Source: an optimization exercise on an open RTL-to-GDS flow (aim: small area, a short achievable clock period and few clock cycles). Production flows keep margins and buffers that such runs may drop. The RTL was checked by simulation tests, not by an equivalence proof against the original design.

== build 13 ==
// gcn_top
module gcn_top (
    input  logic                                      clk,
    input  logic                                      rst_n,
    input  logic                                      start,
    input  logic [6-1:0][3-1:0]    edge_src,
    input  logic [6-1:0][3-1:0]    edge_dst,
    input  logic [6-1:0][5-1:0]    feat_col,
    input  logic [3-1:0][5-1:0]  weight_row,
    output logic                                      feat_re,
    output logic [4-1:0]                    feat_addr,
    output logic [6-1:0][2-1:0]   y,
    output logic                                      done
);
==> flow/config.mk <==
export PLATFORM = sky130hd
export DESIGN_NAME = gcn_top
export DESIGN_NICKNAME = gcn_top
export VERILOG_FILES = /design/flow/design.v
export SDC_FILE = /design/flow/constraint.sdc
export NUM_CORES = 4
export LEC_CHECK = 0
export CAP_MARGIN = 20
export CORE_MARGIN = 2
export CORE_UTILIZATION = 40
export SETUP_SLACK_MARGIN = 4.0
export SLEW_MARGIN = 20
export SYNTH_HIERARCHICAL = 1
==> flow/constraint.sdc <==
create_clock -name core_clock -period 7.5 [get_ports {clk}]
set_input_delay 1.5000 -clock core_clock [delete_from_list [all_inputs] [get_ports {clk}]]
set_output_delay 1.5000 -clock core_clock [all_outputs]
set_load 0.01 [all_outputs]
run.sh (not shown) runs the stock make flow with config.mk's settings and CLKGATE_MAP_FILE= SYNTH_SCRIPT=/design/flow/synth_recipe.tcl, a recipe that flattens the netlist after the stock synthesis.
Build 13: done, clean on timing, DRC and antenna
Testbench counts of build 13, summed over its fixed seeds: cycles 8,064.
Input changes introduced in build 23 (baseline for comparison: build 13):
- swapping 4.0 for 4.3 in SETUP_SLACK_MARGIN
Results
Diff build 13 -> build 23: number of cells on the critical path now sits lower, overall fraction of global-route tracks in use now sits higher, met2 wire length now sits higher, largest fanout on the critical path now sits higher.
Comparing the two runs side by side, build 23 comes out ahead of build 13 on minimum clock period after layout.
Compared with build 13, build 23 shows a final-stage net count that is 71 higher.
Diff build 13..build 23 | synthesized area | unchanged
#### Input delta (build 33 over build 23)
- a change of SETUP_SLACK_MARGIN from 4.3 to 3.6
### Flow results
Build 33 finished end to end and its layout was clean on timing, DRC and antenna. The smallest setup slack after layout number comes out higher for build 23 vs build 33. From build 23 to build 33 the numbers moved as follows: worst hold slack stayed essentially flat, layout overhead on the synthesized area fell by 11 points, final wirelength fell by about 18%. Global-route wire length before repair: build 33 vs build 23 down about 8%. Compare build 23 and build 33 | number of buffers other than clock buffers in the final layout lower: build 33. As far as count of placed standard cells including taps is concerned, build 33 and build 23 perform about the same.

========
gcn_top, a different RTL version from the one above (not shown whole).
For scale: roughly 4300 cells after synthesis, ~0.041 mm^2 of cells after synthesis.
make LEC_CHECK=0 CAP_MARGIN=20 CORE_MARGIN=2 CORE_UTILIZATION=40 SETUP_SLACK_MARGIN=4.3 SLEW_MARGIN=20 SYNTH_HIERARCHICAL=1 finish   # period 7.5 ns
The baseline finished clean.
Testbench counts at the start, summed over its fixed seeds: cycles 8,064.
Edit:
--- a/flow/config.mk
+++ b/flow/config.mk
@@ -9,5 +9,5 @@
 export CORE_MARGIN = 2
 export CORE_UTILIZATION = 40
-export SETUP_SLACK_MARGIN = 4.3
+export SETUP_SLACK_MARGIN = 4.0
 export SLEW_MARGIN = 20
 export SYNTH_HIERARCHICAL = 1
Effect: Setup slack gets worse by 0.037 ns. Wire length goes down by roughly a tenth. Sequential cell count does not change. Final cell count falls slightly. Design area went down by a few percent. Die area does not change. Utilization drops by 2.8 points. Non-clock buffer count is lower by 84. Area after synthesis stays the same. Count of clock-buffer cells in the layout climbs by 13.

========
Setup of lagoon:
Another version of the RTL of gcn_top (not shown whole).
For scale: about 100 I/O pins, roughly 41000 sq um of cells after synthesis.
Design gcn_top, start of the top module:
module gcn_top (
    input  logic                                      clk,
    input  logic                                      rst_n,
    input  logic                                      start,
    input  logic [6-1:0][3-1:0]    edge_src,
    input  logic [6-1:0][3-1:0]    edge_dst,
    input  logic [6-1:0][5-1:0]    feat_col,
    input  logic [3-1:0][5-1:0]  weight_row,
    output logic                                      feat_re,
    output logic [4-1:0]                    feat_addr,
    output logic [6-1:0][2-1:0]   y,
    output logic                                      done
);
    logic                                                     accept;
    logic                                                     pre_first;
    logic                                                     last_cyc;
    logic [6-1:0][6-1:0]                    adj;
    logic [6-1:0][8-1:0]                    agg_sum;
    logic [3-1:1][9-1:0]                   wdiff;
    logic [6-1:0][3-1:1][18-1:0]  acc;
    logic [6-1:0][3-1:1][3-1:0] pend;
    gcn_sequencer i_seq (
        .clk       (clk),
        .rst_n     (rst_n),
        .start     (start),
        .accept    (accept),
        .pre_first (pre_first),
        .last_cyc  (last_cyc),
        .feat_re   (feat_re),
        .feat_addr (feat_addr)
    );
    gcn_adjacency i_adj (
        .clk      (clk),
        .accept   (accept),
        .edge_src (edge_src),
        .edge_dst (edge_dst),
        .adj      (adj)
    );
    gcn_aggregate i_agg (
        .clk        (clk),
  ...
Settings: LEC_CHECK=0, ABC_CLOCK_PERIOD_IN_PS=3000, CAP_MARGIN=20, CORE_MARGIN=2, CORE_UTILIZATION=40, CTS_BUF_LIST=sky130_fd_sc_hd__clkbuf_16, CTS_CLUSTER_DIAMETER=80, CTS_CLUSTER_SIZE=20, SETUP_SLACK_MARGIN=4.0, SLEW_MARGIN=20, SYNTH_HIERARCHICAL=1; clock period 7.5 ns.
Testbench counts of lagoon, summed over its fixed seeds: cycles 8,064.
#### Input delta (nickel over lagoon)
- PLACE_DENSITY: unset -> 0.7
- CTS_BUF_LIST: sky130_fd_sc_hd__clkbuf_16 -> unset
- CTS_CLUSTER_SIZE: 20 -> unset
- CORE_UTILIZATION: 40 -> 60
- CTS_CLUSTER_DIAMETER: 80 -> unset
- ABC_CLOCK_PERIOD_IN_PS: 3000 -> unset
--- outcome ---
Looking at the reports, nickel completed the entire flow and the layout it produced met the timing, design-rule and antenna checks.
Diff lagoon -> nickel | worst clock skew | decrease of 0.011 ns
The sequential share of cell area on nickel is in line with that on lagoon.
Clock insertion delay at the later pin of the skew report across nickel and lagoon: no real change.
Between nickel and lagoon, the wire length is higher for lagoon.
In nickel the final cell count turned out 443 lower than in lagoon.
Comparing nickel and lagoon, post-detailed-placement cell area is higher on lagoon.
On number of global-route vias before repair: between nickel and lagoon, it ends up higher for nickel.
Relative to nickel, the following input files were edited for indigo:
- CTS_CLUSTER_SIZE now 16, previously not set
- ABC_CLOCK_PERIOD_IN_PS now 3000, previously not set
- CTS_BUF_LIST now sky130_fd_sc_hd__clkbuf_8, previously not set
- CTS_CLUSTER_DIAMETER now 60, previously not set
- CORE_UTILIZATION now 40, was 60
- SETUP_SLACK_MARGIN now 3.8, was 4.0
- PLACE_DENSITY no longer set, was 0.7
--- outcome ---
Going from nickel to indigo, share of the cycle needed by the critical path after routing rose 0.65 points; fmax fell 1.4%. Re number of filler cells placed in the layout: indigo and nickel aren't equal, and the higher value belongs to indigo. Taking nickel as the reference, in indigo worst hold slack has increased, number of antenna violations at the first check in global routing has increased, share of final layout cell area taken by clock buffers and inverters has decreased. Looking at length of routed met3 wiring, indigo sits 4400 microns lower than nickel does. Delta (indigo minus nickel): fraction of met2 tracks used by global routing went down 17 points, utilization of the core after routing went down 23 points. Re share of cell area taken by flip-flops and latches: indigo and nickel aren't equal, and the lower value belongs to nickel.
## Diff of input files: amber against indigo
- CTS_CLUSTER_SIZE: 16 -> unset
- CTS_BUF_LIST: sky130_fd_sc_hd__clkbuf_8 -> unset
- CTS_CLUSTER_DIAMETER: 60 -> unset
- SETUP_SLACK_MARGIN: 3.8 -> 4.0
==> comparison <==
- The final reports for amber and indigo show count of clock-buffer cells in the layout higher in the former.
- Relative to indigo, the detailed-route via count measured on amber has increased by a few percent.
- amber ends up with a delay of the slowest cell on the worst path that is 0.24 ns lower than in indigo.
- In amber, wire length of the first global-routing pass is higher than in indigo.
Inputs modified between amber and maple:
- CTS_CLUSTER_DIAMETER: unset -> 60
- CTS_CLUSTER_SIZE: unset -> 16
- CTS_BUF_LIST: unset -> sky130_fd_sc_hd__clkbuf_8
Findings:
Compared with amber, maple shows a count of antenna diodes in the layout that is 1 lower.
In the tables for maple and amber, utilization of the core after routing reads higher with amber.
On post-detailed-routing wire length, amber beats maple.
Relative to amber, data arrival time of the critical path increased by 0.09 ns in maple.

## static timing again, ports no longer ideal
The results above use ideal ports. As a check the final layouts listed here were re-extracted and re-timed, cells and wires unchanged.
Step 1: set_driving_cell puts a clkbuf_16 on clk and a buf_2 on each other input, an assumption about the parent block.
Step 2 moves the port delays by t, midway between the first and last clock arrival at a register: inputs arrive t later, outputs are due t later. That takes back most of the time a late clock gives input paths.
Three values: ideal ports, drivers, drivers and shift; two values: the first two.
run	t (ns)	setup WS [ns]	worst setup path after step 2
build 13	0.706	4.032 / 4.032 / 3.681	input to register
build 23	0.708	4.044 / 4.044 / 3.722	input to register
build 33	0.701	3.776 / 3.776 / 3.606	input to register
the first run of note 2	0.710	4.107 / 4.107 / 3.663	input to register
the second run of note 2	0.726	4.069 / 4.069 / 3.413	input to register
lagoon	0.665	4.061 / 4.061 / 3.563	input to register
nickel	0.678	4.045 / 4.045 / 3.481	input to register
indigo	0.752	3.996 / 3.996 / 3.578	input to register
amber	0.692	4.122 / 4.122 / 3.583	input to register
maple	0.768	4.104 / 4.061 / 3.553	input to register
After both steps setup and hold are still met in every run listed. The setup slack of the second run of note 2, which loses most, moves by 0.000 ns with the drivers and by -0.656 ns with both steps.
